What follows belongs to an exercise in optimizing a design on an open flow for small area, a short achievable clock period and few clock cycles per item; a production flow would make more cautious choices.
Function was checked by simulation only, so behaviour that the tests miss may differ from the original.
No activity file was given, so power comes from the tool's default toggle rates.

==> flow/design.v (excerpt) <==
module alu_exec_top (
  input  logic                           in_clk,
  input  logic                           in_rst,
  input  logic [alu_pkg::APB_ADDR_W-1:0] paddr_i,
  input  logic                           psel_i,
  input  logic                           penable_i,
  input  logic                           pwrite_i,
  input  logic [alu_pkg::XLEN-1:0]       pwdata_i,
  output logic [alu_pkg::XLEN-1:0]       prdata_o,
  output logic                           pready_o,
  output logic                           pslverr_o
);
==> flow/config.mk <==
export PLATFORM = sky130hd
export DESIGN_NAME = alu_exec_top
export DESIGN_NICKNAME = alu_exec_top
export VERILOG_FILES = /design/flow/design.v
export SDC_FILE = /design/flow/constraint.sdc
export NUM_CORES = 4
export LEC_CHECK = 0
export CAP_MARGIN = 20
export CELL_PAD_IN_SITES_DETAIL_PLACEMENT = 1
export CELL_PAD_IN_SITES_GLOBAL_PLACEMENT = 2
export CORE_MARGIN = 2
export CORE_UTILIZATION = 40
export CTS_BUF_LIST = sky130_fd_sc_hd__clkbuf_8
export CTS_CLUSTER_DIAMETER = 50
export CTS_CLUSTER_SIZE = 16
export PLACE_DENSITY = 0.6
export SETUP_SLACK_MARGIN = 4
export SLEW_MARGIN = 20
==> flow/constraint.sdc <==
create_clock -name core_clock -period 8.0 [get_ports {in_clk}]
set_input_delay 1.6000 -clock core_clock [delete_from_list [all_inputs] [get_ports {in_clk}]]
set_output_delay 1.6000 -clock core_clock [all_outputs]
set_load 0.01 [all_outputs]
standard.sh (not shown) runs the stock make flow with config.mk's settings and CLKGATE_MAP_FILE= SYNTH_SCRIPT=/design/flow/synth_recipe.tcl, a recipe that flattens the netlist after the stock synthesis.
==> flow/flow/run.sh <==
#!/bin/bash
# The standard layout with extra ORFS settings on make's command line
set -euo pipefail
bash standard.sh 'BUFFER_PORTS_ARGS=-buffer_cell sky130_fd_sc_hd__buf_4' finish > make_finish.log 2>&1
The first run finished with timing, DRC and antenna clean.
Testbench counts at the start, summed over its fixed seeds: cycles 49,008, transfers 24,504.
Edit:
==> flow/run.sh (new file) <==
#!/bin/bash
# synth_recipe.tcl (not shown) runs the flow's synth.tcl, then flattens the netlist and writes it again
# the make line also repeats each setting of config.mk as NAME=value (left out here)
make -C /OpenROAD-flow-scripts/flow DESIGN_CONFIG=/design/flow/config.mk WORK_HOME=/design/flow/orfs CLKGATE_MAP_FILE= SYNTH_SCRIPT=/design/flow/synth_recipe.tcl finish
--- a/flow/config.mk
+++ b/flow/config.mk
@@ -15,4 +15,5 @@
 export CTS_CLUSTER_SIZE = 16
 export PLACE_DENSITY = 0.6
-export SETUP_SLACK_MARGIN = 4
+export SETUP_SLACK_MARGIN = 5
 export SLEW_MARGIN = 20
+export TNS_END_PERCENT = 5
removed: flow/flow/run.sh
removed: flow/standard.sh
The changed run completed without violations.
Final area climbs by 7.3%.
Via count climbs by 4.3%.
Register-to-register slack improved by 80 ps.
Area after synthesis stays the same.
Worst setup slack improved by 140 ps.
Edit:
--- a/flow/config.mk
+++ b/flow/config.mk
@@ -10,10 +10,10 @@
 export CELL_PAD_IN_SITES_GLOBAL_PLACEMENT = 2
 export CORE_MARGIN = 2
-export CORE_UTILIZATION = 40
+export CORE_UTILIZATION = 47
 export CTS_BUF_LIST = sky130_fd_sc_hd__clkbuf_8
 export CTS_CLUSTER_DIAMETER = 50
 export CTS_CLUSTER_SIZE = 16
-export PLACE_DENSITY = 0.6
-export SETUP_SLACK_MARGIN = 5
+export PLACE_DENSITY = 0.65
+export SETUP_SLACK_MARGIN = 4
 export SLEW_MARGIN = 20
-export TNS_END_PERCENT = 5
+export TNS_END_PERCENT = 20
The changed run completed with no timing, DRC or antenna violations. Hold slack degrades by 3.4 ps. Count of clock-buffer cells in the layout fell by 14. Cell area is lower by 9.7%. Sequential cell count is unchanged. Wire length drops by 12%. Non-clock buffer count shrinks by 280. Maximum frequency fell by 4.5%. Worst setup slack gets worse by 190 ps. Via count went down by 5.1%.
Edit:
--- a/flow/config.mk
+++ b/flow/config.mk
@@ -10,10 +10,6 @@
 export CELL_PAD_IN_SITES_GLOBAL_PLACEMENT = 2
 export CORE_MARGIN = 2
-export CORE_UTILIZATION = 47
-export CTS_BUF_LIST = sky130_fd_sc_hd__clkbuf_8
-export CTS_CLUSTER_DIAMETER = 50
-export CTS_CLUSTER_SIZE = 16
-export PLACE_DENSITY = 0.65
+export CORE_UTILIZATION = 40
+export PLACE_DENSITY = 0.6
 export SETUP_SLACK_MARGIN = 4
 export SLEW_MARGIN = 20
-export TNS_END_PERCENT = 20
Result: The new run completed with no timing, DRC or antenna violations. Wire length climbs by a little under a tenth. Clock-buffer cell count rises by 43. Cell area is higher by a few percent. Sequential share of layout area is lower by 3.1 points. Via count grows slightly. Die area climbs by about a fifth. Maximum frequency came out higher by a few percent. Final cell count rose by a little under a tenth. Sequential power decreases slightly. Synthesized cell count does not change. Critical path depth came out lower by 1.

========
run 1:
alu_exec_top again, from the RTL that the note above started with.
export LEC_CHECK = 0
export CAP_MARGIN = 20
export CELL_PAD_IN_SITES_DETAIL_PLACEMENT = 1
export CELL_PAD_IN_SITES_GLOBAL_PLACEMENT = 2
export CORE_MARGIN = 2
export CORE_UTILIZATION = 40
export CTS_BUF_LIST = sky130_fd_sc_hd__clkbuf_8
export CTS_CLUSTER_DIAMETER = 50
export CTS_CLUSTER_SIZE = 16
export PLACE_DENSITY = 0.6
export SETUP_SLACK_MARGIN = 4
export SLEW_MARGIN = 20
create_clock -name core_clock -period 8.0 [get_ports {in_clk}]
==> flow/flow/run.sh <==
#!/bin/bash
# The standard layout, with the register file flops placed bit-sliced on
# the floorplan before global placement (flow/place_regs.tcl)
set -euo pipefail
R=orfs/results/sky130hd/alu_exec_top/base
bash standard.sh synth floorplan > make_floorplan.log 2>&1
ODB=$R/2_floorplan.odb openroad -no_init -exit flow/place_regs.tcl > place_regs.log 2>&1
bash standard.sh finish > make_finish.log 2>&1
==> flow/flow/place_regs.tcl <==
# Bit-sliced placement of the register file flops, done on the floorplan
# before global placement. The 31 words of each bit sit in one block of two
# flop columns, with a free column between them for the bit's read logic;
# the 32 blocks form an 8 x 4 array in the middle of the core. Flop columns
# sit between the tap cells (every 13.8 um across alternate rows), so the
# flops land on legal sites. They are marked FIRM so placement keeps them.
set odb $::env(ODB)
read_db $odb
set blk [ord::get_db_block]

set rows {}
foreach r [$blk getRows] { lappend rows [list [lindex [$r getOrigin] 1] [$r getOrient]] }
set rows [lsort -integer -index 0 $rows]
set nrows [llength $rows]

# Tap x positions (all rows together), to find the flop columns between them
set tapx {}
foreach inst [$blk getInsts] {
  if {[string match *tap* [[$inst getMaster] getName]]} {
    lappend tapx [lindex [$inst getLocation] 0]
  }
}
set tapx [lsort -integer -unique $tapx]
set site 460
set fw 11040
set cols {}
for {set i 0} {$i < [llength $tapx] - 1} {incr i} {
  set x0 [expr {[lindex $tapx $i] + $site}]
  set x1 [lindex $tapx [expr {$i + 1}]]
  if {$x1 - $x0 >= $fw} { lappend cols $x0 }
}
set ncols [llength $cols]
puts "flop columns: $ncols, rows: $nrows"

set nbx [expr {$ncols / 3}]
if {$nbx > 8} { set nbx 8 }
set nby [expr {(32 + $nbx - 1) / $nbx}]
set band 16
set gap 1
set total [expr {$nby * $band + ($nby - 1) * $gap}]
set row0 [expr {($nrows - $total) / 2}]
set col0 [expr {($ncols - 3 * $nbx) / 2}]
puts "blocks $nbx x $nby, first row $row0, first column $col0"

set placed 0
foreach inst [$blk getInsts] {
  set n [$inst getName]
  if {![regexp {regs\\\[(\d+)\\\]\\\[(\d+)\\\]} $n -> w b]} continue
  set bx [expr {$b % $nbx}]
  set by [expr {$b / $nbx}]
  set idx [expr {$w - 1}]
  set c [expr {$col0 + 3 * $bx + ($idx / $band == 0 ? 0 : 2)}]
  set r [expr {$row0 + $by * ($band + $gap) + $idx % $band}]
  set rowinfo [lindex $rows $r]
  $inst setOrient [lindex $rowinfo 1]
  $inst setLocation [lindex $cols $c] [lindex $rowinfo 0]
  $inst setPlacementStatus FIRM
  incr placed
}
puts "placed $placed register file flops"
write_db $odb
Run 1 got as far as detailed placement, where a tool error ended the run.
Testbench counts of run 1, summed over its fixed seeds: cycles 49,008, transfers 24,504.
The inputs of run 2 differ from those of run 1 as listed below.
-- flow/flow/place_regs.tcl --
<<< run 1, line 5
# sit between the tap cells (every 13.8 um across alternate rows), so the
>>> run 2, line 5
# sit between the tap cells (every 13.8 um across alternate rows), two sites
# clear of them on each side for the placement padding, so the
<<< run 1, line 28
  set x0 [expr {[lindex $tapx $i] + $site}]
>>> run 2, line 29
  set x0 [expr {[lindex $tapx $i] + 3 * $site}]
<<< run 1, line 30
  if {$x1 - $x0 >= $fw} { lappend cols $x0 }
>>> run 2, line 31
  if {$x1 - $x0 >= $fw + 2 * $site} { lappend cols $x0 }
### Flow results
Of run 2 and run 1, only run 2 finishes the flow clean.
Run 1 → run 2: sequential-to-total area share from yosys stat stayed essentially flat; floorplan die width comparable.
From run 1 to run 2, mean instance size in the synthesized netlist did not move at all.
Synthesized area: run 2 vs run 1 identical
The count of buffers from port buffering on run 2 is in line with that on run 1.
Run 1 → run 2: post-synthesis share of cell area spent on xor and xnor gates ~0 delta; half-perimeter wire length of the detailed placement result +0.59%; routability congestion estimate -0.0071.
The inputs of run 3 differ from those of run 2 as listed below.
-- flow/flow/place_regs.tcl --
<<< run 2, line 5
# sit between the tap cells (every 13.8 um across alternate rows), two sites
>>> run 3, line 5
# sit between the tap cells (every 13.8 um across alternate rows), a site
<<< run 2, line 29
  set x0 [expr {[lindex $tapx $i] + 3 * $site}]
>>> run 3, line 29
  set x0 [expr {[lindex $tapx $i] + 2 * $site}]
<<< run 2, line 31
  if {$x1 - $x0 >= $fw + 2 * $site} { lappend cols $x0 }
>>> run 3, line 31
  if {$x1 - $x0 >= $fw + $site} { lappend cols $x0 }
### Flow results
Summary of run 3 and run 2: one run falls short of a clean finish, namely run 3. ~same post-synthesis share of cell area spent on full adders, half adders and majority gates in run 3 and run 2. Area after synthesis: run 2 vs run 3 identical. | horizontal die dimension | run 2 vs run 3 | ≈ equal |. [compare] base=run 2 new=run 3: routability-driven placement congestion ratio went up by 2.9%, overall die height was more or less identical. Estimated wirelength of the detail-placed design in run 3 is 1.2% above run 2.

afterwards: timing with drivers on the ports:
In the flow no input, the clock included, has a driving cell. The finished layouts below were timed again as built, in two steps. Step 1 assumes that a clkbuf_16 drives the clock port and a buf_2 every other input. Step 2 also shifts input and output timing later by t, the mid clock arrival at the registers, as if the neighbouring blocks saw the same clock. a / b / c = no drivers / after step 1 / after step 2; a / b = the first two.
run | t, ns | slack for setup (ns) | worst setup path after step 2
the first run of note 1 | 0.896 | 3.860 / 3.874 / 2.978 | input to register
the second run of note 1 | 0.922 | 3.998 / 3.894 / 2.972 | input to register
the third run of note 1 | 0.825 | 3.809 / 3.817 / 2.992 | input to register
the fourth run of note 1 | 0.833 | 3.951 / 3.837 / 3.004 | input to register
run 2 | 0.871 | 3.750 / 3.750 / 2.953 | input to register
After both steps every run listed still meets setup and hold. The setup slack of the second run of note 1, which loses most, moves by -0.104 ns with the drivers and by -1.026 ns with both steps.
